From an optimization exercise on the open Yosys and OpenROAD flow, aimed at small area, a short achievable clock period and few clock cycles per item; shortcuts taken in it are not production practice.
No run shown here included a check of the RTL's function; only the layout flow was run.

--- run.sh ---
#!/bin/bash
# synth_recipe.tcl (not shown) runs the flow's synth.tcl, then flattens the netlist and writes it again
# the make line also repeats each setting of config.mk as NAME=value (left out here)
make -C /OpenROAD-flow-scripts/flow DESIGN_CONFIG=/design/flow/config.mk WORK_HOME=/design/flow/orfs CLKGATE_MAP_FILE= SYNTH_SCRIPT=/design/flow/synth_recipe.tcl finish
--- config.mk ---
export PLATFORM = sky130hd
export DESIGN_NAME = matmul_engine
export DESIGN_NICKNAME = matmul_engine
export VERILOG_FILES = /design/flow/design.v
export SDC_FILE = /design/flow/constraint.sdc
export NUM_CORES = 4
export LEC_CHECK = 0
export CAP_MARGIN = 20
export CORE_MARGIN = 2
export CORE_UTILIZATION = 70
export CTS_CLUSTER_DIAMETER = 80
export CTS_CLUSTER_SIZE = 20
export SETUP_SLACK_MARGIN = 5
export SLEW_MARGIN = 20
--- constraint.sdc ---
create_clock -name core_clock -period 8.0 [get_ports {clk}]
set_input_delay 1.6000 -clock core_clock [delete_from_list [all_inputs] [get_ports {clk}]]
set_output_delay 1.6000 -clock core_clock [all_outputs]
set_load 0.01 [all_outputs]
--- design.v ---
package sysarray_pkg;
  localparam int N     = 4;
  localparam int A_W   = 8;
  localparam int B_W   = 8;
  localparam int K_MAX = 16;
  localparam int OUT_W = 16;
endpackage
module pe (
  input  logic        clk,
  input  logic        clr,       
  input  logic [7:0]  a_in,
  input  logic [3:0]  one,       
  input  logic [3:0]  two,       
  input  logic [3:0]  neg,       
  output logic [15:0] acc_next   
);
  logic [15:0] ps, pc;     
  logic [15:0] s3, c3;
  logic [15:0] acc;
  wire pp0_0 = ((one[0] & a_in[0])) ^ neg[0];
  wire pp0_1 = ((one[0] & a_in[1]) | (two[0] & a_in[0])) ^ neg[0];
  wire pp0_2 = ((one[0] & a_in[2]) | (two[0] & a_in[1])) ^ neg[0];
  wire pp0_3 = ((one[0] & a_in[3]) | (two[0] & a_in[2])) ^ neg[0];
  wire pp0_4 = ((one[0] & a_in[4]) | (two[0] & a_in[3])) ^ neg[0];
  wire pp0_5 = ((one[0] & a_in[5]) | (two[0] & a_in[4])) ^ neg[0];
  wire pp0_6 = ((one[0] & a_in[6]) | (two[0] & a_in[5])) ^ neg[0];
  wire pp0_7 = ((one[0] & a_in[7]) | (two[0] & a_in[6])) ^ neg[0];
  wire pp0_8 = ~(((one[0] & a_in[7]) | (two[0] & a_in[7])) ^ neg[0]);
  wire pp1_0 = ((one[1] & a_in[0])) ^ neg[1];
  wire pp1_1 = ((one[1] & a_in[1]) | (two[1] & a_in[0])) ^ neg[1];
  wire pp1_2 = ((one[1] & a_in[2]) | (two[1] & a_in[1])) ^ neg[1];
  wire pp1_3 = ((one[1] & a_in[3]) | (two[1] & a_in[2])) ^ neg[1];
  wire pp1_4 = ((one[1] & a_in[4]) | (two[1] & a_in[3])) ^ neg[1];
  wire pp1_5 = ((one[1] & a_in[5]) | (two[1] & a_in[4])) ^ neg[1];
  wire pp1_6 = ((one[1] & a_in[6]) | (two[1] & a_in[5])) ^ neg[1];
  wire pp1_7 = ((one[1] & a_in[7]) | (two[1] & a_in[6])) ^ neg[1];
  wire pp1_8 = ~(((one[1] & a_in[7]) | (two[1] & a_in[7])) ^ neg[1]);
  wire pp2_0 = ((one[2] & a_in[0])) ^ neg[2];
  wire pp2_1 = ((one[2] & a_in[1]) | (two[2] & a_in[0])) ^ neg[2];
  wire pp2_2 = ((one[2] & a_in[2]) | (two[2] & a_in[1])) ^ neg[2];
  wire pp2_3 = ((one[2] & a_in[3]) | (two[2] & a_in[2])) ^ neg[2];
  wire pp2_4 = ((one[2] & a_in[4]) | (two[2] & a_in[3])) ^ neg[2];
  wire pp2_5 = ((one[2] & a_in[5]) | (two[2] & a_in[4])) ^ neg[2];
  wire pp2_6 = ((one[2] & a_in[6]) | (two[2] & a_in[5])) ^ neg[2];
  wire pp2_7 = ((one[2] & a_in[7]) | (two[2] & a_in[6])) ^ neg[2];
  wire pp2_8 = ~(((one[2] & a_in[7]) | (two[2] & a_in[7])) ^ neg[2]);
  wire pp3_0 = ((one[3] & a_in[0])) ^ neg[3];
  wire pp3_1 = ((one[3] & a_in[1]) | (two[3] & a_in[0])) ^ neg[3];
  wire pp3_2 = ((one[3] & a_in[2]) | (two[3] & a_in[1])) ^ neg[3];
  wire pp3_3 = ((one[3] & a_in[3]) | (two[3] & a_in[2])) ^ neg[3];
  wire pp3_4 = ((one[3] & a_in[4]) | (two[3] & a_in[3])) ^ neg[3];
  wire pp3_5 = ((one[3] & a_in[5]) | (two[3] & a_in[4])) ^ neg[3];
  wire pp3_6 = ((one[3] & a_in[6]) | (two[3] & a_in[5])) ^ neg[3];
  wire pp3_7 = ((one[3] & a_in[7]) | (two[3] & a_in[6])) ^ neg[3];
  wire pp3_8 = ~(((one[3] & a_in[7]) | (two[3] & a_in[7])) ^ neg[3]);
  wire t1, t2;
  assign t1 = pp0_6 ^ pp1_4;
  assign t2 = pp0_6 & pp1_4;
  wire t3, t4;
  assign t3 = pp0_7 ^ pp1_5;
  assign t4 = pp0_7 & pp1_5;
  wire t5, t6;
  assign t5 = pp0_8 ^ pp1_6 ^ pp2_4;
  assign t6 = (pp0_8 & pp1_6) | (pp0_8 & pp2_4) | (pp1_6 & pp2_4);
  wire t7, t8;
  assign t7 = pp1_7 ^ pp2_5;
  assign t8 = pp1_7 & pp2_5;
  wire t9, t10;
  assign t9 = pp0_4 ^ pp1_2;
  assign t10 = pp0_4 & pp1_2;
  wire t11, t12;
  assign t11 = pp0_5 ^ pp1_3;
  assign t12 = pp0_5 & pp1_3;
  wire t13, t14;
  assign t13 = pp2_2 ^ pp3_0 ^ neg[3];
  assign t14 = (pp2_2 & pp3_0) | (pp2_2 & neg[3]) | (pp3_0 & neg[3]);
  wire t15, t16;
  assign t15 = pp2_3 ^ pp3_1 ^ t2;
  assign t16 = (pp2_3 & pp3_1) | (pp2_3 & t2) | (pp3_1 & t2);
  wire t17, t18;
  assign t17 = pp3_2 ^ 1'b1 ^ t4;
  assign t18 = (pp3_2 & 1'b1) | (pp3_2 & t4) | (1'b1 & t4);
  wire t19, t20;
  assign t19 = pp3_3 ^ 1'b1 ^ t6;
  assign t20 = (pp3_3 & 1'b1) | (pp3_3 & t6) | (1'b1 & t6);
  wire t21, t22;
  assign t21 = pp1_8 ^ pp2_6 ^ pp3_4;
  assign t22 = (pp1_8 & pp2_6) | (pp1_8 & pp3_4) | (pp2_6 & pp3_4);
  wire t23, t24;
  assign t23 = pp2_7 ^ pp3_5;
  assign t24 = pp2_7 & pp3_5;
  wire t25, t26;
  assign t25 = pp0_2 ^ pp1_0;
  assign t26 = pp0_2 & pp1_0;
  wire t27, t28;
  assign t27 = pp0_3 ^ pp1_1;
  assign t28 = pp0_3 & pp1_1;
  wire t29, t30;
  assign t29 = pp2_0 ^ neg[2] ^ t9;
  assign t30 = (pp2_0 & neg[2]) | (pp2_0 & t9) | (neg[2] & t9);
  wire t31, t32;
  assign t31 = pp2_1 ^ t10 ^ t11;
  assign t32 = (pp2_1 & t10) | (pp2_1 & t11) | (t10 & t11);
  wire t33, t34;
  assign t33 = t12 ^ t13 ^ t1;
  assign t34 = (t12 & t13) | (t12 & t1) | (t13 & t1);
  wire t35, t36;
  assign t35 = t14 ^ t3 ^ t15;
  assign t36 = (t14 & t3) | (t14 & t15) | (t3 & t15);
  wire t37, t38;
  assign t37 = t5 ^ t16 ^ t17;
  assign t38 = (t5 & t16) | (t5 & t17) | (t16 & t17);
  wire t39, t40;
  assign t39 = t7 ^ t18 ^ t19;
  assign t40 = (t7 & t18) | (t7 & t19) | (t18 & t19);
  wire t41, t42;
  assign t41 = t21 ^ t8 ^ t20;
  assign t42 = (t21 & t8) | (t21 & t20) | (t8 & t20);
  wire t43, t44;
  assign t43 = 1'b1 ^ t22 ^ t23;
  assign t44 = (1'b1 & t22) | (1'b1 & t23) | (t22 & t23);
  wire t45, t46;
  assign t45 = pp2_8 ^ pp3_6 ^ t24;
  assign t46 = (pp2_8 & pp3_6) | (pp2_8 & t24) | (pp3_6 & t24);
  wire t47, t48;
  assign t47 = pp3_7 ^ 1'b1;
  assign t48 = pp3_7 & 1'b1;
  always_ff @(posedge clk) begin
    ps <= {1'b1, t48, t46, t44, t42, t40, t38, t36, t34, t32, t30, t28, t26, t25, pp0_1, pp0_0};
    pc <= {1'b0, pp3_8, t47, t45, t43, t41, t39, t37, t35, t33, t31, t29, t27, neg[1], 1'b0, neg[0]};
  end
  assign s3 = acc ^ ps ^ pc;
  assign c3 = {(acc[14:0] & ps[14:0]) | (acc[14:0] & pc[14:0]) | (ps[14:0] & pc[14:0]), 1'b0};
  assign acc_next = s3 + c3;
  always_ff @(posedge clk) begin
    acc <= clr ? 16'd0 : acc_next;
  end
endmodule
module matmul_engine (
  input  logic                clk,
  input  logic                rst,
  input  logic                start,
  output logic                start_ready,
  input  logic [4:0]          k_len,
  input  logic                in_valid,
  output logic                in_ready,
  input  logic [3:0][7:0]     in_a,
  input  logic [3:0][7:0]     in_b,
  output logic                out_valid,
  input  logic                out_ready,
  output logic [3:0][15:0]    out_row,
  output logic [1:0]          out_ridx,
  output logic                busy,
  output logic                done
);
  localparam int N = sysarray_pkg::N;
  logic       fv, fv_n;        
  logic [4:0] rem, rem_n;      
  logic       fst, fst_n;      
  logic       zj, zj_n;        
  logic       qv, qv_n;
  logic [4:0] qk, qk_n;
  logic       r_first, r_last;
  logic       p_last;
  logic       acc_full, acc_full_n;
  logic       ob_valid, ob_valid_n;
  logic [1:0] ob_row, ob_row_n;
  logic [2:0] njobs, njobs_n;  
  logic       in_ready_r, start_ready_r, busy_r, done_r;
  logic beat, take, st_hs, out_hs, last_take, copy, copy_sel, ob_en, feed_done;
  function automatic logic safe_f(input logic rl, input logic pl,
                                  input logic af, input logic obv);
    logic [1:0] pending;
    pending = 2'(rl) + 2'(pl) + 2'(af);
    safe_f = (pending == 2'd0) || (pending == 2'd1 && !obv);
  endfunction
  assign beat      = in_valid && in_ready_r;
  assign take      = beat || (fv && zj && (!fst || safe_f(r_last, p_last, acc_full, ob_valid)));
  assign feed_done = take && (rem == 5'd1);
  assign st_hs     = start && start_ready_r;
  assign out_hs    = ob_valid && out_ready;
  assign last_take = out_hs && (ob_row == 2'd3);
  assign copy_sel  = (p_last || acc_full) && (!ob_valid || ob_row == 2'd3);
  assign copy      = (p_last || acc_full) && (!ob_valid || last_take);
  assign ob_en     = copy || out_hs;
  assign start_ready = start_ready_r;
  assign in_ready    = in_ready_r;
  assign out_valid   = ob_valid;
  assign out_ridx    = ob_row;
  assign busy        = busy_r;
  assign done        = done_r;
  always_comb begin
    fv_n = fv; rem_n = rem; fst_n = fst; zj_n = zj;
    qv_n = qv; qk_n = qk;
    if (!fv || feed_done) begin
      if (qv) begin
        fv_n = 1'b1; rem_n = (qk == '0) ? 5'd1 : qk; zj_n = (qk == '0); fst_n = 1'b1;
        qv_n = 1'b0;
      end else if (st_hs) begin
        fv_n = 1'b1; rem_n = (k_len == '0) ? 5'd1 : k_len; zj_n = (k_len == '0); fst_n = 1'b1;
      end else begin
        fv_n = 1'b0;
      end
    end else begin
      if (take) begin
        rem_n = rem - 5'd1;
        fst_n = 1'b0;
      end
      if (st_hs) begin
        qv_n = 1'b1;
        qk_n = k_len;
      end
    end
    acc_full_n = acc_full;
    if (p_last && !copy) acc_full_n = 1'b1;
    else if (copy) acc_full_n = 1'b0;
    ob_valid_n = ob_valid; ob_row_n = ob_row;
    if (copy) begin
      ob_valid_n = 1'b1;
      ob_row_n   = '0;
    end else if (out_hs) begin
      ob_row_n = ob_row + 2'd1;
      if (ob_row == 2'd3) ob_valid_n = 1'b0;
    end
    njobs_n = njobs + 3'(st_hs) - 3'(last_take);
  end
  always_ff @(posedge clk or posedge rst) begin
    if (rst) begin
      fv <= 1'b0; rem <= '0; fst <= 1'b0; zj <= 1'b0;
      qv <= 1'b0; qk <= '0;
      r_first <= 1'b0; r_last <= 1'b0;
      p_last <= 1'b0;
      acc_full <= 1'b0;
      ob_valid <= 1'b0; ob_row <= '0;
      njobs <= '0;
      in_ready_r <= 1'b0; start_ready_r <= 1'b1; busy_r <= 1'b0; done_r <= 1'b0;
    end else begin
      fv <= fv_n; rem <= rem_n; fst <= fst_n; zj <= zj_n;
      qv <= qv_n; qk <= qk_n;
      r_first <= take && fst;
      r_last  <= feed_done;
      p_last  <= r_last;
      acc_full <= acc_full_n;
      ob_valid <= ob_valid_n; ob_row <= ob_row_n;
      njobs <= njobs_n;
      in_ready_r    <= fv_n && !zj_n &&
                       (!fst_n || safe_f(feed_done, r_last, acc_full_n, ob_valid_n));
      start_ready_r <= !qv_n;
      busy_r        <= (njobs_n != 3'd0);
      done_r        <= last_take;
    end
  end
  logic [3:0][7:0] ra;
  logic [3:0][3:0] rb_one, rb_two, rb_neg;
  always_ff @(posedge clk) begin
    for (int i = 0; i < N; i++) begin
      ra[i] <= beat ? in_a[i] : 8'd0;
      for (int k = 0; k < 4; k++) begin
        logic b2, b1, b0;
        b2 = in_b[i][2*k+1];
        b1 = in_b[i][2*k];
        b0 = (k == 0) ? 1'b0 : in_b[i][2*k-1];
        rb_one[i][k] <= b1 ^ b0;
        rb_two[i][k] <= (b2 & !b1 & !b0) | (!b2 & b1 & b0);
        rb_neg[i][k] <= b2;
      end
    end
  end
  logic [15:0] acc_next [N][N];
  genvar gi, gj;
  for (gi = 0; gi < N; gi++) begin : g_row
    for (gj = 0; gj < N; gj++) begin : g_col
      pe u_pe (
        .clk     (clk),
        .clr     (r_first),
        .a_in    (ra[gi]),
        .one     (rb_one[gj]),
        .two     (rb_two[gj]),
        .neg     (rb_neg[gj]),
        .acc_next(acc_next[gi][gj])
      );
    end
  end
  logic [3:0][15:0] ob [N];
  always_ff @(posedge clk) begin
    if (ob_en) begin
      if (copy_sel) begin
        for (int i = 0; i < N; i++)
          for (int j = 0; j < N; j++)
            ob[i][j] <= acc_next[i][j];
      end else begin
        for (int i = 0; i < N - 1; i++)
          ob[i] <= ob[i+1];
      end
    end
  end
  assign out_row = ob[0];
endmodule
==> reports/metrics.yaml, run 1 <==
outcome:
  status: "no timing/DRC/antenna violations"
setup_path:
  critPathKind: "reg -> reg"
  max_stage_delay_ns: 0.53
  path_buf_inv: 3
  slowest_stage: "buf_6"
  crit_family: "buffers and inverters"
  crit_chain: "buf_4 -> ha_1 -> o22ai_4 -> buf_6 -> buf_12 -> mux2_2"
  startpoint: "ob_row[0]"
  cp_data_arrival_time_ns: 3.37
  start_kind: "flop"
  critPathRequiredTime_ns: 8.40
  timing.critical_path.to_type: "flop"
  reg2reg_from: "ob_row[0]"
  crit_fanout: 159
synthesis:
  yosys.cell_types.count: 79
  yosys_warnings: 5
  synthAdderAreaFrac: 0.2241
  synth-compound-area-share: 0.1317
  syn_nets: 6411
  synth_top_area_share: 0.2611
  syn_inst: 5513
  synth_xor_area_frac: 0.1185
  avgSynthCellArea_um2: 10.79
  yosysSeqAreaShare: 0.4021
  yosysMostFrequentCell: "dfxtp_1"
  synth-edff-count: 256
  ys.flop_type: "dfxtp_1"
  synthSimpleGateAreaFrac: 0.06588
  synth_area_leaders: "dfxtp_1 26%, fa_1 14%, edfxtp_1 13%"
  synth_common_cells: "776 x dfxtp_1, 566 x xnor2_1, 451 x a22oi_1"
  ys_ff_latch: 1060
  async_flop_share: 0.02642
  synth_largest_area_cell: "dfxtp_1"
  muxShareOfSynthArea: 0.01316
  synth_top_family_by_area: "adder cells"
  synth_area_mm2: 0.05950
clock_tree:
  cts_sinks: 1060
  numCtsBuffers: 59
  clkLatencyLatePin_ns: 0.67
  cts_max_level: 2
  clkSlewWorstSetupHoldPaths_ns: 0.09
  cts-hold-fix-buffers: 0
  cts_buffer_depth: 3
  clockRootBuffer: "clkbuf_16"
  cts_tree: "built"
detailed_routing:
  drt_iter0_markers: 3503
  ant_nets: 0
  wl_met2_mm: 60.76
  wl_per_cell_um: 20.62
  avgViaCountPerCell: 6.066
  first_pass_iters: 6
  drc: 0
  wl_met3_mm: 10.44
  num_vias: 40504
  wl_mm: 137.7
  highest_layer: "met5"
  wl_met1_mm: 63.90
sta:
  worst_slew_pin_slew_ns: 0.9959
  fin_crit_sh: 0.3704
  fin_ws_ns: 5.036
  fmax_mhz: 337.4
  rsz0062_at_grt: "yes"
  min_period_ns: 2.964
  tns_ns: 0
  setup_viol: 0
  skew_ns: 0.01843
  hold_viol: 0
  drv_slew: 0
  maxSlewHeadroom: 0.3361
grt:
  grt_pass1_vias: 40697
  overflow: 0
  gr-usage-all-layers: 0.3172
  grt_first_pass_wirelength_mm: 219.4
  antenna_found_initial: 3
  grt_start_max_net_pins: 160
floorplan:
  die_w_um: 295.5
  die_h_um: 295.5
  start_util: 0.7087
  ioPinCount: 145
  num_rows: 106
  core_area_mm2: 0.08395
  fp.dieArea_mm2: 0.08735
job:
  drv_cap: 0
hold_path:
  hold_start: "r_last"
  hp-class: "reg -> reg"
placed_design:
  hpwlAfterDp_mm: 90.95
  place_congestion: 0.8769
  io_buffers: 144
  post-place-ws_ns: 3.683
  placed_area_mm2: 0.06180
finish:
  area_delta_synth_final_pct: 8.767
  finalNetCount: 6395
  num_antenna_cells: 0
  drive_above_1_share: 0.08605
  fillCellCount: 5687
  final_area_mm2: 0.06471
[placed cells by master (no fill, tap or decap), types with 248 or more instances in the layout]
| cell | netlist | layout |
|---|---|---|
| fa_1 | 403 | 378 |
| dfxtp_1 | 776 | 748 |
| nor2_1 | 249 | 248 |
| nand2_1 | 295 | 294 |
| edfxtp_1 | 256 | 256 |
| inv_1 | 347 | 339 |
| ha_1 | 421 | 404 |
| a22oi_1 | 451 | 450 |
| o21ai_0 | 314 | 298 |
| xnor2_1 | 566 | 562 |
[layout make-up]
| type | count | area (µm²) | share of cell area |
|---|---|---|---|
| inverter | 347 | 1316 | 0.02034 |
| multi-input combinational | 3750 | 33760 | 0.5217 |
| sequential | 1060 | 23970 | 0.3705 |
| clock buffer | 104 | 1708 | 0.02639 |
| timing repair buffer | 279 | 2517 | 0.03890 |
| tap | 1134 | 1419 | 0.02192 |
| clock inverter | 3 | 18.77 | 0.0002900 |
[through the flow]
stage	hold WS, ns	cells	utilization
final	0.4397	6677	0.7708
after global routing	0.4857	6677	0.7708
after CTS	0.4472	6657	0.7622
after detailed placement	0.4280	6527	0.7362
after global placement	0.4312	6527	0.7362
after floorplan	0.3290	5513	-
[worst paths after layout]
check                      slack [ns]        end  depth (start not counted)
setup / recovery                 5.04  ob[1][18]                          6
hold / removal                   0.44     p_last                          0
setup reg to reg                 5.04  ob[1][18]                          6
hold reg to reg                  0.44     p_last                          0
max in group asynchronous        6.26    r_first                          2
min in group asynchronous        1.31   njobs[2]                          2
[flip-flops by register name, summed over array words and instances (netlist names), 16 cells and up]
| signal | count |
|---|---|
| rb_two | 16 |
| rb_one | 16 |
| ra | 32 |
| g_row.g_col.u_pe.acc | 256 |
| g_row.g_col.u_pe.pc | 200 |
| ob | 256 |
| rb_neg | 16 |
| g_row.g_col.u_pe.ps | 240 |
[metal layers]
layer,GRT usage,vias up
met4,0.06995,2
met3,0.04714,200
met5,0,-
met1,0.4785,20150
met2,0.4872,1409
li1,-,18743
[cells by family (layout without fill, tap and decap cells)]
family	Yosys count	in the layout
buffers and inverters	703	733
flip-flops	1060	1060
AND/OR/NAND/NOR	851	851
adder cells (fa/ha/maj)	824	824
multiplexers	70	70
XOR/XNOR	805	805
AO/OA/AOI/OAI	1200	1200
[repair_timing]
| action | CTS | global route |
|---|---|---|
| endpoints found under the hold margin | 0 | 0 |
| buffers inserted | 21 | 19 |
| pin swaps | 30 | 74 |
| cloned | 2 | 1 |
| resized for setup | 167 | 145 |
| setup endpoints to repair | 420 | 121 |
==> inputs of run 2 (changes only) <==
--- a/design.v
+++ b/design.v
@@ -169,11 +169,7 @@
   logic       in_ready_r, start_ready_r, busy_r, done_r;
+  logic hold_r, hold_n;
   logic beat, take, st_hs, out_hs, last_take, copy, copy_sel, ob_en, feed_done;
-  function automatic logic safe_f(input logic rl, input logic pl,
-                                  input logic af, input logic obv);
-    logic [1:0] pending;
-    pending = 2'(rl) + 2'(pl) + 2'(af);
-    safe_f = (pending == 2'd0) || (pending == 2'd1 && !obv);
-  endfunction
+  logic rf_n, rl_n, pl_n;
   assign beat      = in_valid && in_ready_r;
-  assign take      = beat || (fv && zj && (!fst || safe_f(r_last, p_last, acc_full, ob_valid)));
+  assign take      = beat || (fv && zj && !hold_r);
   assign feed_done = take && (rem == 5'd1);
@@ -225,2 +221,6 @@
     njobs_n = njobs + 3'(st_hs) - 3'(last_take);
+    rf_n = hold_r ? r_first : (take && fst);
+    rl_n = hold_r ? r_last  : feed_done;
+    pl_n = !hold_r && r_last;
+    hold_n = rf_n && (pl_n || acc_full_n) && ob_valid_n;
   end
@@ -230,3 +230,3 @@
       qv <= 1'b0; qk <= '0;
-      r_first <= 1'b0; r_last <= 1'b0;
+      r_first <= 1'b0; r_last <= 1'b0; hold_r <= 1'b0;
       p_last <= 1'b0;
@@ -239,5 +239,6 @@
       qv <= qv_n; qk <= qk_n;
-      r_first <= take && fst;
-      r_last  <= feed_done;
-      p_last  <= r_last;
+      r_first <= rf_n;
+      r_last  <= rl_n;
+      hold_r  <= hold_n;
+      p_last  <= pl_n;
       acc_full <= acc_full_n;
@@ -245,4 +246,3 @@
       njobs <= njobs_n;
-      in_ready_r    <= fv_n && !zj_n &&
-                       (!fst_n || safe_f(feed_done, r_last, acc_full_n, ob_valid_n));
+      in_ready_r    <= fv_n && !zj_n && !hold_n;
       start_ready_r <= !qv_n;
@@ -255,3 +255,3 @@
   always_ff @(posedge clk) begin
-    for (int i = 0; i < N; i++) begin
+    if (!hold_r) for (int i = 0; i < N; i++) begin
       ra[i] <= beat ? in_a[i] : 8'd0;
@@ -274,4 +274,4 @@
         .clk     (clk),
-        .clr     (r_first),
-        .a_in    (ra[gi]),
+        .clr     (r_first && !hold_r),
+        .a_in    (hold_r ? 8'd0 : ra[gi]),
         .one     (rb_one[gj]),
--- a/config.mk
+++ b/config.mk
@@ -10,4 +10,4 @@
 export CORE_UTILIZATION = 70
-export CTS_CLUSTER_DIAMETER = 80
-export CTS_CLUSTER_SIZE = 20
+export CTS_CLUSTER_DIAMETER = 100
+export CTS_CLUSTER_SIZE = 25
 export SETUP_SLACK_MARGIN = 5
==> reports/metrics.yaml, run 2 <==
clock_tree:
  clkLatencyLatePin_ns: 0.66
  cts_max_level: 2
  cts_buffer_depth: 3
  clkSlewWorstSetupHoldPaths_ns: 0.10
  numCtsBuffers: 48
  cts_sinks: 1061
  cts-hold-fix-buffers: 0
  cts_tree: "built"
  clockRootBuffer: "clkbuf_16"
placed_design:
  placed_cells: 6877
  placed_area_mm2: 0.06407
  hpwlAfterDp_mm: 99.52
  io_buffers: 144
  place_congestion: 0.8826
finish:
  final_area_mm2: 0.06991
  final_cell_mix: "684 x dfxtp_1, 596 x xnor2_1, 444 x inv_1, 407 x a22oi_1"
  finalNetCount: 6899
  utilization: 0.8033
  area_delta_synth_final_pct: 13.32
  layout_commonest_cell: "dfxtp_1"
  drive_above_1_share: 0.1328
  final_cells: 7196
  reg_top3: "g_row.g_col.u_pe.acc x256, ob x256, g_row.g_col.u_pe.ps x240"
sta:
  maxSlewHeadroom: -0.2865
  drv_slew: 112
  hold_viol: 0
  worst_slew_pin_slew_ns: 1.930
  fmax_mhz: 312.1
  skew_ns: 0.02712
  setup_viol: 0
  fin_crit_sh: 0.4005
  min_period_ns: 3.204
  tns_ns: 0
  rsz0062_at_grt: "yes"
detailed_routing:
  wl_mm: 177.2
  num_vias: 45228
  first_pass_iters: 6
  drc: 0
  drt_iter0_markers: 4668
  wl_per_cell_um: 24.62
  avgViaCountPerCell: 6.285
  ant_nets: 0
setup_path:
  slowest_stage: "dfrtp_2"
  crit_chain: "buf_4 -> clkbuf_16 -> nor2b_4 -> buf_12 -> nor2_1"
  start_kind: "flop"
  max_stage_delay_ns: 0.53
  cp_data_arrival_time_ns: 3.63
  critPathRequiredTime_ns: 8.43
  crit_fanout: 180
  rrSetupSlack_ns: 4.80
  timing.critical_path.to_type: "flop"
  critPathKind: "reg -> reg"
grt:
  grt_pass1_vias: 45453
  antenna_found_initial: 9
  overflow: 0
  gr-usage-all-layers: 0.3530
  grt_first_pass_wirelength_mm: 247.8
  grt_start_max_net_pins: 181
synthesis:
  synth_largest_area_cell: "dfxtp_1"
  yosysMostFrequentCell: "dfxtp_1"
  synth_area_mm2: 0.06169
  synth_top_area_share: 0.2259
  synth_common_cells: "696 x dfxtp_1, 606 x xnor2_1, 487 x inv_1"
  synth_area_leaders: "dfxtp_1 23%, edfxtp_1 16%, fa_1 13%"
  synth-edff-count: 336
  ys_ff_latch: 1061
  yosys.cell_types.count: 73
  ys.flop_type: "dfxtp_1"
  syn_inst: 5859
  async_flop_share: 0.02733
  yosysSeqAreaShare: 0.4012
  yosys_warnings: 5
  avgSynthCellArea_um2: 10.53
  syn_nets: 6755
outcome:
  status: "finished with violations"
  check.faults: "max-slew violations"
floorplan:
  start_util: 0.7089
  die_w_um: 300.9
  num_rows: 108
  fp.dieArea_mm2: 0.09052
  ioPinCount: 145
  die_h_um: 300.9
  core_area_mm2: 0.08702
hold_path:
  hp-class: "reg -> reg"
job:
  drv_cap: 0
## run 2: changes by cell type in the layout (fill, tap and decap cells not counted), sizes merged, moves of 40 or more
cell	delta
edfxtp	+80
inv	+142
nor2	+126
buf	+167
nand2	+87
xor2	-59
dfxtp	-80
and2	+55
o21ai	-89
xnor2	+40
## run 2: timing repair
item | CTS | global route
buffers inserted | 45 | 157
gates resized for setup | 314 | 334
endpoints found under the setup margin | 615 | 188
gates cloned | 3 | 26
pin swaps | 73 | 243
## run 2: worst max-delay path, delay by kind of cell, from the launching register on
kind,cells,cell delay (ns)
AND/OR/NAND/NOR,2,0.72
buffers and inverters,3,0.81
flip-flops,1,0.53
## run 2: path summary, 6_finish.rpt
check | cells past startpoint | to | startpoint
setup / recovery | 5 | g_row[3].g_col[1].u_pe.acc[0] | hold_r
hold / removal | 1 | njobs[2] | njobs[2]
hold reg to reg | 1 | njobs[2] | njobs[2]
setup reg to reg | 5 | g_row[3].g_col[1].u_pe.acc[0] | hold_r
min in group asynchronous | 2 | njobs[0] | rst
max in group asynchronous | 4 | start_ready_r | rst
## run 2: cells by family (layout without fill, tap and decap cells)
logic type / after synthesis / after routing / synth area share
AOI/OAI and AO/OA: 1166 / 1166 / 0.1277
xor gates and xnor gates: 786 / 786 / 0.1116
adders and majority gates: 822 / 822 / 0.2155
buffers and inverters: 864 / 1044 / 0.05361
DFF: 1061 / 1061 / 0.4012
muxes: 44 / 44 / 0.007910
other: 0 / 2 / 0
and+or+nand+nor: 1116 / 1116 / 0.08245
## run 2: per-stage QoR
| stage | hold WS (ns) | setup WS [ns] |
|---|---|---|
| after floorplan | 0.3462 | 2.796 |
| after CTS | 0.4693 | 4.815 |
| final | 0.4661 | 4.796 |
| after detailed placement | 0.4536 | 3.692 |
| after global placement | 0.4574 | 3.718 |
| after global routing | 0.4910 | 4.731 |
## run 2: metal layers
metal,GRT usage,share of wire,up-vias
li1,-,-,19995
met1,0.4511,0.37,22236
met2,0.5995,0.46,2380
met3,0.05476,0.11,605
met4,0.1501,0.058,12
met5,0,0.00058,-
## run 2: layout make-up
| type | count | area [µm²] |
|---|---|---|
| Clock inverter | 2 | 16.27 |
| Tap cell | 1155 | 1445 |
| Inverter | 488 | 1879 |
| Clock buffer | 84 | 1359 |
| Multi-Input combinational cell | 3934 | 35450 |
| Antenna cell | 2 | 5.005 |
| Timing Repair Buffer | 470 | 4971 |
| Sequential cell | 1061 | 24780 |
| Fill cell | 5365 | 17120 |
==> inputs of run 3 (changes only) <==
--- a/config.mk
+++ b/config.mk
@@ -9,3 +9,3 @@
 export CORE_MARGIN = 2
-export CORE_UTILIZATION = 70
+export CORE_UTILIZATION = 65
 export CTS_CLUSTER_DIAMETER = 100
==> reports/metrics.yaml, run 3 <==
outcome:
  status: "no timing/DRC/antenna violations"
detailed_routing:
  drc: 0
  ant_nets: 0
  first_pass_iters: 6
  wl_mm: 164.8
  drt_iter0_markers: 3531
  avgViaCountPerCell: 6.050
  wl_per_cell_um: 22.96
  num_vias: 43418
synthesis:
  yosysMostFrequentCell: "dfxtp_1"
  syn_nets: 6755
  synth_common_cells: "696 x dfxtp_1, 606 x xnor2_1, 487 x inv_1"
  syn_inst: 5859
  avgSynthCellArea_um2: 10.53
  synth_area_mm2: 0.06169
  synth_largest_area_cell: "dfxtp_1"
  synth-edff-count: 336
  synth_top_area_share: 0.2259
  async_flop_share: 0.02733
  ys.flop_type: "dfxtp_1"
  yosys_warnings: 5
  ys_ff_latch: 1061
  synth_area_leaders: "dfxtp_1 23%, edfxtp_1 16%, fa_1 13%"
  yosysSeqAreaShare: 0.4012
  yosys.cell_types.count: 73
clock_tree:
  cts_max_level: 2
  clkLatencyLatePin_ns: 0.66
  cts_sinks: 1061
  clockRootBuffer: "clkbuf_16"
  cts_tree: "built"
  cts_buffer_depth: 3
  cts-hold-fix-buffers: 0
  numCtsBuffers: 48
  clkSlewWorstSetupHoldPaths_ns: 0.10
setup_path:
  rrSetupSlack_ns: 4.88
  crit_fanout: 3
  start_kind: "flop"
  timing.critical_path.to_type: "flop"
  reg2reg_from: "g_row[0].g_col[1].u_pe.acc[6]"
  critPathKind: "reg -> reg"
  critPathRequiredTime_ns: 8.38
  cp_data_arrival_time_ns: 3.50
  startpoint: "g_row[0].g_col[1].u_pe.acc[6]"
grt:
  gr-usage-all-layers: 0.3254
  overflow: 0
  grt_pass1_vias: 44606
  grt_start_max_net_pins: 191
  antenna_found_initial: 4
  grt_first_pass_wirelength_mm: 247.5
floorplan:
  core_area_mm2: 0.09375
  die_w_um: 312.1
  ioPinCount: 145
  start_util: 0.6580
  fp.dieArea_mm2: 0.09739
  die_h_um: 312.1
  num_rows: 112
finish:
  layout_commonest_cell: "dfxtp_1"
  area_delta_synth_final_pct: 10.80
  fillCellCount: 6852
  final_cell_mix: "682 x dfxtp_1, 596 x xnor2_1, 467 x inv_1, 434 x a22oi_1, 394 x ha_1"
  multi_input_area_mm2: 0.03530
  reg_top3: "g_row.g_col.u_pe.acc x256, ob x256, g_row.g_col.u_pe.ps x240"
  drive_above_1_share: 0.1023
  regArea_mm2: 0.02478
  finalNetCount: 6780
  num_antenna_cells: 0
sta:
  rsz0062_at_grt: "yes"
  setup_viol: 0
  worst_slew_pin_slew_ns: 1.002
  fin_crit_sh: 0.3904
  maxSlewHeadroom: 0.3318
  drv_slew: 0
  hold_viol: 0
  whs_ns: 0.4744
  skew_ns: 0.02257
  fmax_mhz: 320.2
  min_period_ns: 3.123
  tns_ns: 0
placed_design:
  io_buffers: 144
  place_congestion: 0.8793
  hpwlAfterDp_mm: 101.4
hold_path:
  hold_start: "njobs[2]"
  hp-class: "reg -> reg"
job:
  drv_cap: 0
-- run 3: timing repair --
action	CTS	global route
endpoints found under the hold margin	0	0
endpoints found under the setup margin	652	195
pin swaps	83	151
buffers inserted	48	47
cloned	2	12
gates resized for setup	299	233
-- run 3: area by class of cell --
cell class / instances / share of cell area
multi-input combinational: 3936 / 0.5164
sequential: 1061 / 0.3626
timing repair buffer: 348 / 0.04998
inverter: 488 / 0.02753
tap: 1254 / 0.02296
clock buffer: 85 / 0.02006
clock inverter: 3 / 0.0002563
timing repair inverter: 1 / 0.0001648
-- run 3: cell families after synthesis --
family,count (synthesis),synth area share
AOI/OAI and AO/OA,1166,0.1277
xor gates and xnor gates,786,0.1116
adders and majority gates,822,0.2155
buffers and inverters,864,0.05361
DFF,1061,0.4012
muxes,44,0.007910
and+or+nand+nor,1116,0.08245
-- run 3: path summary, 6_finish.rpt --
kind                       depth (start not counted)             to
hold reg to reg                                    1       njobs[2]
setup / recovery                                  10      ob[0][31]
max in group asynchronous                          3  start_ready_r
setup reg to reg                                  10      ob[0][31]
hold / removal                                     1       njobs[2]
min in group asynchronous                          3       njobs[0]
-- run 3: routing by layer --
metal,global-route usage,share of wire
met5,0,0
met4,0.1120,0.042
met3,0.04930,0.081
met2,0.5542,0.48
met1,0.4255,0.40
-- run 3: stage by stage --
step	util	worst slack, ns	cells	area (µm²)
final	0.7291	4.877	7176	68350
after global routing	0.7291	4.780	7176	68350
after CTS	0.7114	4.817	7117	66690
after detailed placement	0.6850	3.677	6979	64220
after global placement	0.6850	3.680	6979	64220
after floorplan	-	2.796	5859	61760
-- run 3: critical path, stage by stage, from the launching register on --
cell	delay, ns
dfxtp_2	0.33
fa_1	0.59
ha_4	0.23
or4_4	0.54
o21ai_4	0.08
a211oi_2	0.07
o31a_1	0.36
o41ai_2	0.27
xnor2_1	0.16
buf_4	0.17
o21ai_4	0.06
==> inputs of run 4 (changes only) <==
--- a/design.v
+++ b/design.v
@@ -83,4 +83,4 @@
   wire t19, t20;
-  assign t19 = pp3_3 ^ 1'b1 ^ t6;
-  assign t20 = (pp3_3 & 1'b1) | (pp3_3 & t6) | (1'b1 & t6);
+  assign t19 = pp3_3 ^ 1'b1 ^ t7;
+  assign t20 = (pp3_3 & 1'b1) | (pp3_3 & t7) | (1'b1 & t7);
   wire t21, t22;
@@ -104,7 +104,7 @@
   wire t33, t34;
-  assign t33 = t12 ^ t13 ^ t1;
-  assign t34 = (t12 & t13) | (t12 & t1) | (t13 & t1);
+  assign t33 = t12 ^ t1 ^ t13;
+  assign t34 = (t12 & t1) | (t12 & t13) | (t1 & t13);
   wire t35, t36;
-  assign t35 = t14 ^ t3 ^ t15;
-  assign t36 = (t14 & t3) | (t14 & t15) | (t3 & t15);
+  assign t35 = t3 ^ t14 ^ t15;
+  assign t36 = (t3 & t14) | (t3 & t15) | (t14 & t15);
   wire t37, t38;
@@ -113,10 +113,10 @@
   wire t39, t40;
-  assign t39 = t7 ^ t18 ^ t19;
-  assign t40 = (t7 & t18) | (t7 & t19) | (t18 & t19);
+  assign t39 = t6 ^ t18 ^ t19;
+  assign t40 = (t6 & t18) | (t6 & t19) | (t18 & t19);
   wire t41, t42;
-  assign t41 = t21 ^ t8 ^ t20;
-  assign t42 = (t21 & t8) | (t21 & t20) | (t8 & t20);
+  assign t41 = t8 ^ t21 ^ t20;
+  assign t42 = (t8 & t21) | (t8 & t20) | (t21 & t20);
   wire t43, t44;
-  assign t43 = 1'b1 ^ t22 ^ t23;
-  assign t44 = (1'b1 & t22) | (1'b1 & t23) | (t22 & t23);
+  assign t43 = 1'b1 ^ t23 ^ t22;
+  assign t44 = (1'b1 & t23) | (1'b1 & t22) | (t23 & t22);
   wire t45, t46;
@@ -127,5 +127,8 @@
   assign t48 = pp3_7 & 1'b1;
-  always_ff @(posedge clk) begin
-    ps <= {1'b1, t48, t46, t44, t42, t40, t38, t36, t34, t32, t30, t28, t26, t25, pp0_1, pp0_0};
-    pc <= {1'b0, pp3_8, t47, t45, t43, t41, t39, t37, t35, t33, t31, t29, t27, neg[1], 1'b0, neg[0]};
+  wire t49, t50;
+  assign t49 = pp0_0 ^ neg[0];
+  assign t50 = pp0_0 & neg[0];
+  always_ff @(posedge clk) begin
+    ps <= {1'b1, t48, t46, t44, t42, t40, t38, t36, t34, t32, t30, t28, t26, t25, pp0_1, t49};
+    pc <= {1'b0, pp3_8, t47, t45, t43, t41, t39, t37, t35, t33, t31, t29, t27, neg[1], t50, 1'b0};
   end
@@ -169,7 +172,11 @@
   logic       in_ready_r, start_ready_r, busy_r, done_r;
-  logic hold_r, hold_n;
-  logic beat, take, st_hs, out_hs, last_take, copy, copy_sel, ob_en, feed_done;
-  logic rf_n, rl_n, pl_n;
+  logic beat, take, st_hs, out_hs, last_take, copy, feed_done;
+  function automatic logic safe_f(input logic rl, input logic pl,
+                                  input logic af, input logic obv);
+    logic [1:0] pending;
+    pending = 2'(rl) + 2'(pl) + 2'(af);
+    safe_f = (pending == 2'd0) || (pending == 2'd1 && !obv);
+  endfunction
   assign beat      = in_valid && in_ready_r;
-  assign take      = beat || (fv && zj && !hold_r);
+  assign take      = beat || (fv && zj && (!fst || safe_f(r_last, p_last, acc_full, ob_valid)));
   assign feed_done = take && (rem == 5'd1);
@@ -178,5 +185,3 @@
   assign last_take = out_hs && (ob_row == 2'd3);
-  assign copy_sel  = (p_last || acc_full) && (!ob_valid || ob_row == 2'd3);
   assign copy      = (p_last || acc_full) && (!ob_valid || last_take);
-  assign ob_en     = copy || out_hs;
   assign start_ready = start_ready_r;
@@ -221,6 +226,2 @@
     njobs_n = njobs + 3'(st_hs) - 3'(last_take);
-    rf_n = hold_r ? r_first : (take && fst);
-    rl_n = hold_r ? r_last  : feed_done;
-    pl_n = !hold_r && r_last;
-    hold_n = rf_n && (pl_n || acc_full_n) && ob_valid_n;
   end
@@ -230,3 +231,3 @@
       qv <= 1'b0; qk <= '0;
-      r_first <= 1'b0; r_last <= 1'b0; hold_r <= 1'b0;
+      r_first <= 1'b0; r_last <= 1'b0;
       p_last <= 1'b0;
@@ -239,6 +240,5 @@
       qv <= qv_n; qk <= qk_n;
-      r_first <= rf_n;
-      r_last  <= rl_n;
-      hold_r  <= hold_n;
-      p_last  <= pl_n;
+      r_first <= take && fst;
+      r_last  <= feed_done;
+      p_last  <= r_last;
       acc_full <= acc_full_n;
@@ -246,3 +246,4 @@
       njobs <= njobs_n;
-      in_ready_r    <= fv_n && !zj_n && !hold_n;
+      in_ready_r    <= fv_n && !zj_n &&
+                       (!fst_n || safe_f(feed_done, r_last, acc_full_n, ob_valid_n));
       start_ready_r <= !qv_n;
@@ -255,3 +256,3 @@
   always_ff @(posedge clk) begin
-    if (!hold_r) for (int i = 0; i < N; i++) begin
+    for (int i = 0; i < N; i++) begin
       ra[i] <= beat ? in_a[i] : 8'd0;
@@ -274,4 +275,4 @@
         .clk     (clk),
-        .clr     (r_first && !hold_r),
-        .a_in    (hold_r ? 8'd0 : ra[gi]),
+        .clr     (r_first),
+        .a_in    (ra[gi]),
         .one     (rb_one[gj]),
@@ -285,11 +286,9 @@
   always_ff @(posedge clk) begin
-    if (ob_en) begin
-      if (copy_sel) begin
-        for (int i = 0; i < N; i++)
-          for (int j = 0; j < N; j++)
-            ob[i][j] <= acc_next[i][j];
-      end else begin
-        for (int i = 0; i < N - 1; i++)
-          ob[i] <= ob[i+1];
-      end
+    if (copy) begin
+      for (int i = 0; i < N; i++)
+        for (int j = 0; j < N; j++)
+          ob[i][j] <= acc_next[i][j];
+    end else if (out_hs) begin
+      for (int i = 0; i < N - 1; i++)
+        ob[i] <= ob[i+1];
     end
--- a/config.mk
+++ b/config.mk
@@ -9,3 +9,3 @@
 export CORE_MARGIN = 2
-export CORE_UTILIZATION = 65
+export CORE_UTILIZATION = 55
 export CTS_CLUSTER_DIAMETER = 100
==> reports/metrics.yaml, run 4 <==
setup_path:
  start_kind: "flop"
  crit_fanout: 4
  r2r_end: "ob[2][45]"
  cp_data_arrival_time_ns: 3.53
  critPathRequiredTime_ns: 8.45
  timing.critical_path.to_type: "flop"
  rrSetupSlack_ns: 4.92
  critPathKind: "reg -> reg"
  rr_worst_depth: 10
  reg2reg_from: "g_row[2].g_col[2].u_pe.acc[3]"
floorplan:
  num_rows: 121
  core_area_mm2: 0.1089
  die_w_um: 335.5
  ioPinCount: 145
  fp.dieArea_mm2: 0.1125
  die_h_um: 335.5
  start_util: 0.5551
clock_tree:
  clockRootBuffer: "clkbuf_16"
  cts_max_level: 2
  numCtsBuffers: 50
  clkLatencyLatePin_ns: 0.70
  cts_tree: "built"
  cts_sinks: 1072
  cts_buffer_depth: 3
  clkSlewWorstSetupHoldPaths_ns: 0.10
  cts-hold-fix-buffers: 0
synthesis:
  synth_top_area_share: 0.2611
  synth_area_leaders: "dfxtp_1 26%, fa_1 13%, edfxtp_1 13%"
  synth-edff-count: 256
  yosys.cell_types.count: 82
  yosys_warnings: 5
  yosysSeqAreaShare: 0.3999
  synth_largest_area_cell: "dfxtp_1"
  synth_area_mm2: 0.06043
  ys.flop_type: "dfxtp_1"
  syn_inst: 5648
  yosysMostFrequentCell: "dfxtp_1"
  synth_common_cells: "788 x dfxtp_1, 580 x xnor2_1, 451 x a22oi_1"
  syn_nets: 6562
  ys_ff_latch: 1072
  async_flop_share: 0.02612
  avgSynthCellArea_um2: 10.70
sta:
  hold_viol: 0
  tns_ns: 0
  fin_crit_sh: 0.3856
  maxSlewHeadroom: 0.3620
  worst_slew_pin_slew_ns: 0.9569
  skew_ns: 0.03430
  drv_slew: 0
  fmax_mhz: 324.2
  whs_ns: 0.4470
  setup_viol: 0
  rsz0062_at_grt: "yes"
  min_period_ns: 3.084
finish:
  drive_above_1_share: 0.1066
  final_cell_mix: "737 x dfxtp_1, 570 x xnor2_1, 451 x a22oi_1, 411 x ha_1, 385 x fa_1"
  layout_commonest_cell: "dfxtp_1"
  finalNetCount: 6588
  area_delta_synth_final_pct: 10.10
  reg_top3: "g_row.g_col.u_pe.acc x256, ob x256, g_row.g_col.u_pe.ps x240"
placed_design:
  hpwlAfterDp_mm: 99.39
  place_congestion: 0.8392
  io_buffers: 144
grt:
  grt_start_max_net_pins: 104
  overflow: 0
  antenna_found_initial: 6
  grt_first_pass_wirelength_mm: 246.1
  grt_pass1_vias: 42110
  gr-usage-all-layers: 0.2827
detailed_routing:
  drc: 0
  wl_mm: 158.5
  num_vias: 41388
  avgViaCountPerCell: 5.804
  drt_iter0_markers: 3087
  wl_per_cell_um: 22.23
  first_pass_iters: 5
  ant_nets: 0
hold_path:
  hold_start: "r_last"
  min_delay_path_depth: 0
  hold_end: "p_last"
  hp-class: "reg -> reg"
outcome:
  status: "no timing/DRC/antenna violations"
job:
  drv_cap: 0
## run 4: cell types whose count changed after synthesis, sizes merged, moves of 20 or more
cell    previous run  this run
o21ai            259       324
xnor2            606       581
inv              487       342
edfxtp           336       256
xor2             180       208
dfxtp            696       788
a22o              20         0
nor2             375       266
## run 4: what timing repair did
| item | in CTS | in global routing |
|---|---|---|
| pin swaps | 97 | 104 |
| cloned | 4 | 0 |
| buffers inserted | 58 | 32 |
| endpoints found under the setup margin | 570 | 139 |
| resized for setup | 367 | 143 |
## run 4: logic make-up (layout without fill, tap and decap cells)
| logic type | after synthesis | after routing | synth area share |
|---|---|---|---|
| compound gates | 1200 | 1200 | 0.1320 |
| flops | 1072 | 1072 | 0.3999 |
| simple gates | 1002 | 1004 | 0.07701 |
| fa+ha+maj | 840 | 840 | 0.2240 |
| xor+xnor | 789 | 789 | 0.1145 |
| buf+inv | 694 | 759 | 0.04328 |
| mux | 51 | 51 | 0.009297 |
| other cells | 0 | 2 | 0 |
## run 4: per-layer routing
layer	global-route usage	vias to the layer above	share of wire
li1	-	19231	-
met1	0.3907	20711	0.44
met2	0.4773	1255	0.48
met3	0.03147	189	0.060
met4	0.06536	2	0.020
met5	0	-	0.000082
## run 4: cell type report
type | instances | area [µm²]
Timing Repair inverter | 1 | 8.758
Antenna cell | 2 | 5.005
Clock buffer | 88 | 1551
Timing Repair Buffer | 323 | 2798
Fill cell | 9042 | 42330
Tap cell | 1414 | 1769
Inverter | 342 | 1300
Sequential cell | 1072 | 24240
Clock inverter | 5 | 43.79
Multi-Input combinational cell | 3884 | 34810
## run 4: how the worst max path moves through the flow
stage | from | to | slack, ns | depth (start not counted)
after floorplan | out_ready | ob[0][0] | 4.55 | 8
after global placement | out_ready | ob[2][15] | 3.18 | 7
after detailed placement | out_ready | ob[2][15] | 3.13 | 7
after CTS | g_row[2].g_col[2].u_pe.ps[1] | ob[2][45] | 4.88 | 12
after global routing | g_row[2].g_col[2].u_pe.ps[1] | ob[2][45] | 4.83 | 12
final | g_row[2].g_col[2].u_pe.acc[3] | ob[2][45] | 4.92 | 10
## run 4: critical path, cell delays in order (launching register included)
cell	delay [ns]
dfxtp_1	0.33
fa_1	0.60
ha_4	0.23
nor2b_2	0.15
o31a_1	0.30
o31a_1	0.33
o21a_1	0.24
o41ai_2	0.27
xor2_1	0.18
buf_4	0.15
o21ai_2	0.04
## run 4: per-stage QoR
| step | std cells | instance area [µm²] | setup slack (ns) | utilization |
|---|---|---|---|---|
| 2_1_floorplan | 5648 | 60520 | 4.546 | - |
| 3_5_place_dp | 6942 | 63070 | 3.132 | 0.5794 |
| 5_1_grt | 7129 | 66520 | 4.832 | 0.6111 |
| 3_3_place_gp | 6942 | 63070 | 3.180 | 0.5794 |
| 6_report | 7131 | 66530 | 4.916 | 0.6112 |
| 4_1_cts | 7097 | 65720 | 4.882 | 0.6038 |
==> inputs of run 5 (changes only) <==
--- a/config.mk
+++ b/config.mk
@@ -9,3 +9,3 @@
 export CORE_MARGIN = 2
-export CORE_UTILIZATION = 55
+export CORE_UTILIZATION = 78
 export CTS_CLUSTER_DIAMETER = 100
==> reports/metrics.yaml, run 5 <==
outcome:
  status: "no timing/DRC/antenna violations"
detailed_routing:
  wl_mm: 152.8
  first_pass_iters: 8
  avgViaCountPerCell: 6.422
  wl_per_cell_um: 22.67
  num_vias: 43295
  ant_nets: 0
  drt_iter0_markers: 3553
  drc: 0
grt:
  overflow: 0
  grt_first_pass_wirelength_mm: 235.1
  grt_start_max_net_pins: 93
  grt_pass1_vias: 45059
  antenna_found_initial: 3
  gr-usage-all-layers: 0.3785
synthesis:
  avgSynthCellArea_um2: 10.70
  synth_common_cells: "788 x dfxtp_1, 580 x xnor2_1, 451 x a22oi_1"
  synth_largest_area_cell: "dfxtp_1"
  synth-edff-count: 256
  ys_ff_latch: 1072
  async_flop_share: 0.02612
  syn_inst: 5648
  yosys_warnings: 5
  syn_nets: 6562
  yosysMostFrequentCell: "dfxtp_1"
  ys.flop_type: "dfxtp_1"
  yosysSeqAreaShare: 0.3999
  synth_area_mm2: 0.06043
  synth_area_leaders: "dfxtp_1 26%, fa_1 13%, edfxtp_1 13%"
  synth_top_area_share: 0.2611
  yosys.cell_types.count: 82
placed_design:
  hpwlAfterDp_mm: 92.54
  io_buffers: 144
  place_congestion: 0.8956
clock_tree:
  cts_tree: "built"
  clockRootBuffer: "clkbuf_16"
  cts_max_level: 2
  numCtsBuffers: 48
  cts_buffer_depth: 3
  cts_sinks: 1072
  clkLatencyLatePin_ns: 0.66
  clkSlewWorstSetupHoldPaths_ns: 0.10
  cts-hold-fix-buffers: 0
sta:
  fmax_mhz: 325.7
  tns_ns: 0
  hold_viol: 0
  fin_crit_sh: 0.3838
  drv_slew: 0
  maxSlewHeadroom: 0.2899
  skew_ns: 0.02783
  worst_slew_pin_slew_ns: 1.064
  min_period_ns: 3.070
  setup_viol: 0
  rsz0062_at_grt: "yes"
floorplan:
  fp.dieArea_mm2: 0.07971
  core_area_mm2: 0.07708
  ioPinCount: 145
  die_h_um: 282.3
  num_rows: 102
  die_w_um: 282.3
  start_util: 0.7839
job:
  drv_cap: 0
setup_path:
  critPathRequiredTime_ns: 8.39
  path_buf_inv: 1
  critPathKind: "reg -> reg"
  cp_data_arrival_time_ns: 3.46
  timing.critical_path.to_type: "flop"
  max_stage_delay_ns: 0.51
  start_kind: "flop"
  slowest_stage: "fa_1"
  crit_fanout: 4
  crit_family: "compound AO/OA/AOI/OAI gates"
  crit_chain: "fa_1 -> ha_1 -> a211oi_2 -> nor2_1 -> o41ai_2 -> buf_4 -> o21ai_2 -> o31ai_2 -> xor2_1 -> o21ai_0"
finish:
  multi_input_area_mm2: 0.03474
  num_antenna_cells: 0
  regArea_mm2: 0.02424
  finalNetCount: 6579
  drive_above_1_share: 0.09576
  area_delta_synth_final_pct: 8.856
  fillCellCount: 4288
  reg_top3: "g_row.g_col.u_pe.acc x256, ob x256, g_row.g_col.u_pe.ps x240"
  layout_commonest_cell: "dfxtp_1"
  final_cell_mix: "743 x dfxtp_1, 568 x xnor2_1, 451 x a22oi_1, 411 x ha_1, 384 x fa_1"
hold_path:
  hp-class: "reg -> reg"
==> run 5: cell counts after synthesis <==
No cell type changed its count.
==> run 5: final timing paths <==
path | startpoint | end | slack, ns | cells after the start
min in group asynchronous | rst | rem[3] | 1.17 | 2
hold reg to reg | r_last | p_last | 0.45 | 0
max in group asynchronous | rst | r_first | 6.44 | 3
setup / recovery | g_row[3].g_col[0].u_pe.pc[2] | ob[2][12] | 4.93 | 10
setup reg to reg | g_row[3].g_col[0].u_pe.pc[2] | ob[2][12] | 4.93 | 10
hold / removal | r_last | p_last | 0.45 | 0
==> run 5: layout make-up <==
type | count | area share
repair buffers | 317 | 0.04301
inverters | 342 | 0.01976
clock buffers | 86 | 0.02075
well taps | 1040 | 0.01978
clock inverters | 1 | 0.00007609
flip-flops and latches | 1072 | 0.3685
multi-input cells | 3884 | 0.5281
==> run 5: kinds of logic (layout without fill, tap and decap cells) <==
logic type,after synthesis,count (layout),share of synthesized area
buffers and inverters,694,746,0.04328
xor gates and xnor gates,789,789,0.1145
muxes,51,51,0.009297
adders and majority gates,840,840,0.2240
DFF,1072,1072,0.3999
AOI/OAI and AO/OA,1200,1200,0.1320
and+or+nand+nor,1002,1004,0.07701
==> run 5: repair_timing <==
action	CTS	global route
setup buffers	48	42
cloned	4	1
setup endpoints to repair	577	184
gates resized for setup	236	149
pin swaps	59	125
==> run 5: routing by layer <==
metal,GRT usage,share of wire
met3,0.07244,0.085
met4,0.1792,0.053
met2,0.6657,0.50
met1,0.4475,0.36
met5,0,0.00010
==> run 5: stage by stage <==
stage	util	worst slack [ns]	cells	instance area, µm²	hold slack, ns
global route	0.8533	4.767	6742	65780	0.4777
global placement	0.8115	3.351	6559	62550	0.4243
finish	0.8533	4.930	6742	65780	0.4480
floorplan	-	4.546	5648	60520	0.3290
CTS	0.8406	4.966	6698	64790	0.4538
detailed placement	0.8115	3.283	6559	62550	0.4295
==> inputs of run 6 (changes only) <==
--- a/design.v
+++ b/design.v
@@ -172,3 +172,3 @@
   logic       in_ready_r, start_ready_r, busy_r, done_r;
-  logic beat, take, st_hs, out_hs, last_take, copy, feed_done;
+  logic beat, take, st_hs, out_hs, last_take, copy, copy_sel, ob_en, feed_done;
   function automatic logic safe_f(input logic rl, input logic pl,
@@ -185,3 +185,5 @@
   assign last_take = out_hs && (ob_row == 2'd3);
+  assign copy_sel  = (p_last || acc_full) && (!ob_valid || ob_row == 2'd3);
   assign copy      = (p_last || acc_full) && (!ob_valid || last_take);
+  assign ob_en     = copy || out_hs;
   assign start_ready = start_ready_r;
@@ -286,9 +288,11 @@
   always_ff @(posedge clk) begin
-    if (copy) begin
-      for (int i = 0; i < N; i++)
-        for (int j = 0; j < N; j++)
-          ob[i][j] <= acc_next[i][j];
-    end else if (out_hs) begin
-      for (int i = 0; i < N - 1; i++)
-        ob[i] <= ob[i+1];
+    if (ob_en) begin
+      if (copy_sel) begin
+        for (int i = 0; i < N; i++)
+          for (int j = 0; j < N; j++)
+            ob[i][j] <= acc_next[i][j];
+      end else begin
+        for (int i = 0; i < N - 1; i++)
+          ob[i] <= ob[i+1];
+      end
     end
--- a/config.mk
+++ b/config.mk
@@ -9,3 +9,3 @@
 export CORE_MARGIN = 2
-export CORE_UTILIZATION = 78
+export CORE_UTILIZATION = 70
 export CTS_CLUSTER_DIAMETER = 100
==> reports/metrics.yaml, run 6 <==
finish:
  final_area_mm2: 0.06525
  final_cell_mix: "757 x dfxtp_1, 595 x xnor2_1, 449 x a22oi_1, 424 x ha_1, 407 x nand2_1"
  reg_top3: "g_row.g_col.u_pe.acc x256, ob x256, g_row.g_col.u_pe.ps x240"
  layout_commonest_cell: "dfxtp_1"
  utilization: 0.7533
  drive_above_1_share: 0.06945
  area_delta_synth_final_pct: 6.944
  regArea_mm2: 0.02421
  fillCellCount: 6085
  finalNetCount: 6592
  multi_input_area_mm2: 0.03466
detailed_routing:
  drc: 0
  first_pass_iters: 8
  wl_per_cell_um: 21.58
  ant_nets: 0
  avgViaCountPerCell: 6.174
  wl_mm: 148.3
  num_vias: 42443
  drt_iter0_markers: 3424
placed_design:
  hpwlAfterDp_mm: 96.90
  post-place-ws_ns: 3.571
  io_buffers: 144
  place_congestion: 0.9031
  placed_area_mm2: 0.06328
sta:
  tns_ns: 0
  min_period_ns: 3.108
  hold_viol: 0
  drv_slew: 0
  worst_slew_pin_slew_ns: 1.027
  fmax_mhz: 321.8
  fin_crit_sh: 0.3885
  rsz0062_at_grt: "yes"
  whs_ns: 0.4485
  setup_viol: 0
  fin_ws_ns: 4.892
  maxSlewHeadroom: 0.3156
  skew_ns: 0.02626
synthesis:
  synth_area_leaders: "dfxtp_1 26%, fa_1 13%, edfxtp_1 13%"
  synth_top_area_share: 0.2586
  syn_inst: 5725
  async_flop_share: 0.02612
  ys.flop_type: "dfxtp_1"
  avgSynthCellArea_um2: 10.66
  yosys.cell_types.count: 82
  synth_area_mm2: 0.06101
  ys_ff_latch: 1072
  syn_nets: 6639
  yosysMostFrequentCell: "dfxtp_1"
  synth-edff-count: 256
  yosysSeqAreaShare: 0.3961
  yosys_warnings: 5
  synth_common_cells: "788 x dfxtp_1, 597 x xnor2_1, 449 x a22oi_1"
  synth_largest_area_cell: "dfxtp_1"
floorplan:
  num_rows: 108
  ioPinCount: 145
  start_util: 0.7044
  die_w_um: 299.2
  die_h_um: 299.2
  fp.dieArea_mm2: 0.08954
  core_area_mm2: 0.08662
setup_path:
  cp_data_arrival_time_ns: 3.47
  startpoint: "g_row[3].g_col[1].u_pe.pc[2]"
  crit_chain: "fa_1 -> ha_1 -> a211oi_1 -> o21a_1 -> nor2_1 -> o41ai_1 -> xnor2_1 -> o21ai_0"
  start_kind: "flop"
  r2r_end: "ob[0][28]"
  max_stage_delay_ns: 0.47
  rr_worst_depth: 8
  critPathCapture: "ob[0][28]"
  rrSetupSlack_ns: 4.89
  crit_fanout: 4
  critPathRequiredTime_ns: 8.36
  critPathKind: "reg -> reg"
  slowest_stage: "fa_1"
  timing.critical_path.to_type: "flop"
  reg2reg_from: "g_row[3].g_col[1].u_pe.pc[2]"
grt:
  gr-usage-all-layers: 0.3306
  grt_pass1_vias: 42959
  grt_first_pass_wirelength_mm: 234.2
  grt_start_max_net_pins: 147
  overflow: 0
  antenna_found_initial: 4
job:
  drv_cap: 0
clock_tree:
  clkLatencyLatePin_ns: 0.66
  cts_sinks: 1072
  cts_tree: "built"
  clockRootBuffer: "clkbuf_16"
  cts-hold-fix-buffers: 0
  numCtsBuffers: 48
  cts_buffer_depth: 3
  clkSlewWorstSetupHoldPaths_ns: 0.10
  cts_max_level: 2
hold_path:
  hold_start: "r_last"
  hp-class: "reg -> reg"
outcome:
  status: "no timing/DRC/antenna violations"
==> run 6: changes by cell type after synthesis, sizes merged, moves of 10 or more <==
cell,change
a21oi,-32
o21a,+27
nand2,+26
a21o,-25
xor2,-24
nor3,+20
xnor2,+16
o211ai,+15
a31oi,+13
nor2b,-12
a311oi,+10
==> run 6: worst min path at each step <==
stage / slack [ns] / to / depth (start not counted)
2_1_floorplan: 0.33 / g_row[2].g_col[3].u_pe.pc[2] / 0
3_3_place_gp: 0.43 / p_last / 0
3_5_place_dp: 0.44 / p_last / 0
4_1_cts: 0.46 / p_last / 0
5_1_grt: 0.48 / p_last / 0
6_report: 0.45 / p_last / 0
==> run 6: routing by layer <==
metal | vias to the layer above | wire, µm | global-route usage
li1 | 19479 | - | -
met1 | 21001 | 64060 | 0.4673
met2 | 1701 | 67150 | 0.5330
met3 | 258 | 12870 | 0.04987
met4 | 4 | 4208 | 0.09512
met5 | - | 23 | 0
==> run 6: metrics by stage <==
stage | cells
6_report | 6874
5_1_grt | 6872
4_1_cts | 6847
3_5_place_dp | 6750
3_3_place_gp | 6750
2_1_floorplan | 5725
==> run 6: kinds of logic (layout without fill, tap and decap cells) <==
kind of cell / count (synthesis) / count (layout) / synth area share
buffers and inverters: 691 / 681 / 0.04337
and+or+nand+nor: 1042 / 1043 / 0.07830
xor gates and xnor gates: 781 / 781 / 0.1121
AOI/OAI and AO/OA: 1251 / 1251 / 0.1395
muxes: 48 / 48 / 0.008818
adders and majority gates: 840 / 840 / 0.2218
other: 0 / 3 / 0
DFF: 1072 / 1072 / 0.3961
==> run 6: worst max-delay path: cells and delay by family (launching register included) <==
| kind | cells | cell delay (ns) |
|---|---|---|
| flops | 1 | 0.45 |
| xor+xnor | 1 | 0.21 |
| fa+ha+maj | 2 | 0.80 |
| simple gates | 1 | 0.09 |
| compound gates | 4 | 1.26 |
==> run 6: what timing repair did <==
item / 4_1_cts / 5_1_grt
pin swaps: 15 / 60
resized for setup: 136 / 104
setup buffers: 8 / 23
gates cloned: 1 / 1
setup endpoints to repair: 326 / 112
==> run 6: area by class of cell <==
cell class,instances,share of cell area
Antenna cell,3,0.0001151
Clock buffer,86,0.02092
Clock inverter,2,0.0002685
Inverter,333,0.01916
Multi-Input combinational cell,3963,0.5311
Sequential cell,1072,0.3711
Tap cell,1155,0.02215
Timing Repair Buffer,260,0.03519

-- port drivers added, routing unchanged --
The flow's constraints put no driver on any port. The routed layouts listed below were extracted and timed again, unchanged, in two steps. Step 1 assumes that a clkbuf_16 drives the clock port and a buf_2 every other input. Step 2 also shifts input and output timing later by t, the mid clock arrival at the registers, as if the neighbouring blocks saw the same clock. a / b / c = no drivers / after step 1 / after step 2; a / b = the first two.
run | t, ns | setup WS [ns] | worst setup path after step 2 | latest minus earliest clock arrival (ns)
run 1 | 0.730 | 5.036 / 4.989 / 4.485 | input to register | 0.021 / 0.021
run 2 | 0.720 | 4.796 / 4.796 / 4.396 | input to register | 0.028 / 0.028
run 3 | 0.716 | 4.877 / 4.877 / 4.431 | input to register | 0.027 / 0.027
run 4 | 0.768 | 4.916 / 4.916 / 4.353 | input to register | 0.035 / 0.034
run 5 | 0.715 | 4.930 / 4.930 / 4.426 | input to register | 0.028 / 0.028
run 6 | 0.719 | 4.892 / 4.867 / 4.440 | input to register | 0.028 / 0.028
For run 4, which loses most, drivers alone change the setup slack by 0.000 ns; drivers and shift together by -0.563 ns.
